Source: an optimization exercise on an open RTL-to-GDS flow (aim: a short achievable clock period and few clock cycles per item). Production flows keep margins and buffers that such runs may drop.
Only simulation tests tie the RTL to the original design; equivalence was not proved.
No activity file was given, so power comes from the tool's default toggle rates.

job 101:
==> flow/design.v (excerpt) <==
module cpu (
    input  logic           clk_in,
    input  logic           rst,
    input  logic           rdy,
    input  logic [7:0]     mem_din,
    output logic [7:0]     mem_dout,
    output cpu_pkg::data_t mem_a,
    output logic           mem_wr,
    output logic           ins_valid,
    output cpu_pkg::data_t ins_pc,
    output cpu_pkg::data_t ins_word,
    input  logic           ins_ready
);
    logic           run;
    logic           room;
    logic           in_flight;
    logic           w_valid;
    cpu_pkg::wpc_t  w_pc;
    cpu_pkg::data_t w_word;
    logic           w_jal;
    cpu_pkg::wpc_t  w_tgt;
    logic           lb_wr;
    logic           lb_rot;
    logic           lb_closes;
    logic           lb_can_close;
    logic           lb_restart;
    cpu_pkg::data_t lb_head;
    cpu_pkg::data_t lb_head_nx;
    logic           push;
    cpu_pkg::wpc_t  push_pc;
    cpu_pkg::data_t push_word;
    logic           room_next;
    logic [1:0]     held;
    assign mem_dout = 8'd0;
    assign mem_wr   = 1'b0;
    assign room = ({1'b0, held} + {2'b0, w_valid} + {2'b0, in_flight}) <= 3'd1;
    mem_ctrl u_mem_ctrl (
        .clk_in    (clk_in),
        .rst       (rst),
        .rdy       (rdy),
        .mem_din   (mem_din),
        .mem_a     (mem_a),
        .run       (run),
        .room      (room),
        .in_flight (in_flight),
        .w_valid   (w_valid),
        .w_pc      (w_pc),
        .w_word    (w_word),
        .w_jal     (w_jal),
        .w_tgt     (w_tgt)
    );
    icache u_icache (
        .clk_in  (clk_in),
        .rst     (rst),
        .wr      (lb_wr),
        .wr_word (w_word),
        .closes  (lb_closes),
        .rot     (lb_rot),
        .can_close (lb_can_close),
        .restart (lb_restart),
        .head    (lb_head),
        .head_nx (lb_head_nx)
    );
    fetch_unit u_fetch_unit (
        .clk_in     (clk_in),
        .rst        (rst),
        .run        (run),
        .w_valid    (w_valid),
        .w_pc       (w_pc),
        .w_word     (w_word),
        .w_jal      (w_jal),
        .w_tgt      (w_tgt),
        .lb_wr      (lb_wr),
  ...
For scale: ~9700 cells after synthesis, ~5000 flip-flops, ~120 I/O pins.
==> module mem_ctrl, before the edit <==
module mem_ctrl (
    input  logic           clk_in,
    input  logic           rst,
    input  logic           rdy,
    input  logic [7:0]     mem_din,
    output cpu_pkg::data_t mem_a,
    input  logic           run,         
    input  logic           room,        
    output logic           in_flight,   
    output logic           w_valid,
    output cpu_pkg::wpc_t  w_pc,
    output cpu_pkg::data_t w_word,
    output logic           w_jal,
    output cpu_pkg::wpc_t  w_tgt
);
    cpu_pkg::wpc_t apc;
    logic [1:0]    ab;
    logic          dv;
    logic [1:0]    db;
    cpu_pkg::wpc_t dpc;
    logic [7:0]    b1, b2, b3;
    cpu_pkg::wpc_t tgt;
    logic          done;
    logic          is_jal;
    logic          issue;
    logic [cpu_pkg::MEM_ADDR_BITS-1:0] ma;
    logic [cpu_pkg::MEM_ADDR_BITS-1:0] ma_port;    
    cpu_pkg::wpc_t apc_n;
    logic [1:0]    ab_n;
    logic [cpu_pkg::MEM_ADDR_BITS-1:0] ma_n;
    logic          ma_chg;
    assign mem_a = cpu_pkg::data_t'(ma_port);
    assign in_flight = dv;
    assign tgt    = dpc + {{12{b3[7]}}, b2[3:0], b1[7:4], b2[4], b3[6:0], b2[7:6]};
    assign done   = dv && (db == 2'd0);
    assign is_jal = (mem_din[6:0] == cpu_pkg::OPCODE_JAL);
    assign issue  = run && ((ab != 2'd1) || room);
    always_comb begin
        apc_n = apc;
        ab_n  = ab;
        if (rdy && run) begin
            if (done && is_jal) begin
                apc_n = tgt;
                ab_n  = 2'd1;
            end else if (issue) begin
                ab_n = ab + 2'd1;
                if (ab == 2'd0) begin
                    apc_n = apc + 1'b1;
                end
            end
        end
    end
    assign ma_chg = rdy && run && ((done && is_jal) || issue);
    always_comb begin
        ma_n = ma;
        if (rdy && run) begin
            if (done && is_jal) begin
                ma_n = {tgt[cpu_pkg::MEM_ADDR_BITS-3:0], 2'd1};
            end else if (issue) begin
                ma_n[1:0] = ma[1:0] + 2'd1;
                if (ma[1:0] == 2'd0) begin
                    ma_n[cpu_pkg::MEM_ADDR_BITS-1:2] = ma[cpu_pkg::MEM_ADDR_BITS-1:2] + 1'b1;
                end
            end
        end
    end
    always_ff @(posedge clk_in) begin
        if (rst) begin
            apc     <= '0;
            ab      <= 2'd1;
            ma      <= 18'd1;
            ma_port <= 18'd1;
            dv      <= 1'b0;
            w_valid <= 1'b0;
        end else begin
            w_valid <= rdy && run && done;
            apc     <= apc_n;
            ab      <= ab_n;
            ma      <= ma_n;
            ma_port <= (ma_n & {cpu_pkg::MEM_ADDR_BITS{ma_chg}}) | (ma & {cpu_pkg::MEM_ADDR_BITS{!ma_chg}});
            if (rdy && run) begin
                dv <= !(done && is_jal) && issue;
            end
        end
    end
    always_ff @(posedge clk_in) begin
        if (rdy && run) begin
            db  <= ab;
            dpc <= apc;
            if (dv) begin
                case (db)
                    2'd1: b1 <= mem_din;
                    2'd2: b2 <= mem_din;
                    2'd3: b3 <= mem_din;
                    default: ;
                endcase
            end
        end
    end
    always_ff @(posedge clk_in) begin
        if (rdy && run && done) begin
            w_pc   <= dpc;
            w_word <= {b3, b2, b1, mem_din};
            w_jal  <= is_jal;
            w_tgt  <= tgt;
        end
    end
endmodule
Settings: LEC_CHECK=0, ABC_CLOCK_PERIOD_IN_PS=2500, CAP_MARGIN=20, CORE_MARGIN=2, CORE_UTILIZATION=55, CTS_CLUSTER_DIAMETER=50, CTS_CLUSTER_SIZE=20, PLACE_DENSITY=0.55, SETUP_SLACK_MARGIN=5, SLEW_MARGIN=20; clock period 9.0 ns.
standard.sh (not shown) runs the stock make flow with config.mk's settings and CLKGATE_MAP_FILE= SYNTH_SCRIPT=/design/flow/synth_recipe.tcl, a recipe that flattens the netlist after the stock synthesis.
==> flow/flow/run.sh <==
#!/bin/bash
set -uo pipefail
bash standard.sh SETUP_SLACK_MARGIN=6.2 finish > flow_make.log 2>&1
status=$?
cp -f orfs/logs/sky130hd/cpu/base/*.log . 2>/dev/null || true
exit $status
Testbench counts of job 101, summed over its fixed seeds: cycles 37,673, items 32,000.
#### Input delta (job 102 over job 101)
diff --git a/flow/design.v b/flow/design.v
--- a/flow/design.v
+++ b/flow/design.v
@@ -32,16 +32,14 @@
     cpu_pkg::wpc_t tgt;
     logic          done;
     logic          is_jal;
     logic          issue;
     logic [cpu_pkg::MEM_ADDR_BITS-1:0] ma;
-    logic [cpu_pkg::MEM_ADDR_BITS-1:0] ma_port;    
     cpu_pkg::wpc_t apc_n;
     logic [1:0]    ab_n;
     logic [cpu_pkg::MEM_ADDR_BITS-1:0] ma_n;
-    logic          ma_chg;
-    assign mem_a = cpu_pkg::data_t'(ma_port);
+    assign mem_a = cpu_pkg::data_t'(ma);
     assign in_flight = dv;
     assign tgt    = dpc + {{12{b3[7]}}, b2[3:0], b1[7:4], b2[4], b3[6:0], b2[7:6]};
     assign done   = dv && (db == 2'd0);
     assign is_jal = (mem_din[6:0] == cpu_pkg::OPCODE_JAL);
     assign issue  = run && ((ab != 2'd1) || room);
@@ -58,11 +56,10 @@
                     apc_n = apc + 1'b1;
                 end
             end
         end
     end
-    assign ma_chg = rdy && run && ((done && is_jal) || issue);
     always_comb begin
         ma_n = ma;
         if (rdy && run) begin
             if (done && is_jal) begin
                 ma_n = {tgt[cpu_pkg::MEM_ADDR_BITS-3:0], 2'd1};
@@ -77,19 +74,17 @@
     always_ff @(posedge clk_in) begin
         if (rst) begin
             apc     <= '0;
             ab      <= 2'd1;
             ma      <= 18'd1;
-            ma_port <= 18'd1;
             dv      <= 1'b0;
             w_valid <= 1'b0;
         end else begin
             w_valid <= rdy && run && done;
             apc     <= apc_n;
             ab      <= ab_n;
             ma      <= ma_n;
-            ma_port <= (ma_n & {cpu_pkg::MEM_ADDR_BITS{ma_chg}}) | (ma & {cpu_pkg::MEM_ADDR_BITS{!ma_chg}});
             if (rdy && run) begin
                 dv <= !(done && is_jal) && issue;
             end
         end
     end
--- outcome ---
- Each of the runs, namely job 102 and job 101, reached the end of the flow and came out clean.
- The worst reg-to-reg path cell count in job 102 sits 1 above the value recorded for job 101.
- Job 102 ends up with a via count that is 1248 higher than in job 101.
- Minimum clock period after layout: job 102 better than job 101
- For sum of internal, switching and leakage power, job 101 and job 102 come out practically identical.
- On area of all placed cells without fillers, job 101 tracks job 102 almost exactly.
- Job 102: number of cells in the finished layout apart from fillers is 0.46% lower than what job 101 reported.
- Area overhead of the layout relative to synthesis in job 102 is 0.47 points above job 101.
- Going from job 101 to job 102, placed wire-length estimate after detailed placement has increased; sequential cell count shows a reduction of 18; power share of the clock group now larger.
- On fraction of area in clock buffers and inverters, job 101 tracks job 102 almost exactly.
- Of job 102 and job 101, the lower initial antenna violation count belongs to job 101.
- Clock insertion delay at the later pin of the skew report: job 102 vs job 101 — no meaningful difference
- Job 102 vs job 101, unique cell type count in the Yosys netlist went down by about 5.3%.
Testbench counts of job 102, summed over its fixed seeds: cycles 37,673, items 32,000.

## port drivers added, routing unchanged
No port has a modelled driver above. Below, the same layouts with a new extraction and two added sets of constraints.
Step 1, drivers: a clkbuf_16 drives clk_in and a buf_2 each remaining input, both assumed.
Step 2 times the ports against the registers' clock, not the clock port: input delays grow and output delays shrink by t, the midpoint of the rising clock arrivals with the driver on.
a / b / c = no drivers / after step 1 / after step 2; a / b = the first two.
| run | t (ns) | setup WS [ns] | hold WS [ns] | worst setup path after step 2 | latest minus earliest clock arrival (ns) |
|---|---|---|---|---|---|
| job 101 | 1.097 | 5.681 / 5.575 / 5.076 | 0.427 / 0.427 / 0.427 | input to register | 0.045 / 0.045 |
| job 102 | 1.099 | 5.743 / 5.639 / 5.201 | 0.433 / 0.433 / 0.433 | input to register | 0.055 / 0.055 |
After both steps every run listed still meets setup and hold. The setup slack of job 101, which loses most, moves by -0.106 ns with the drivers and by -0.605 ns with both steps.
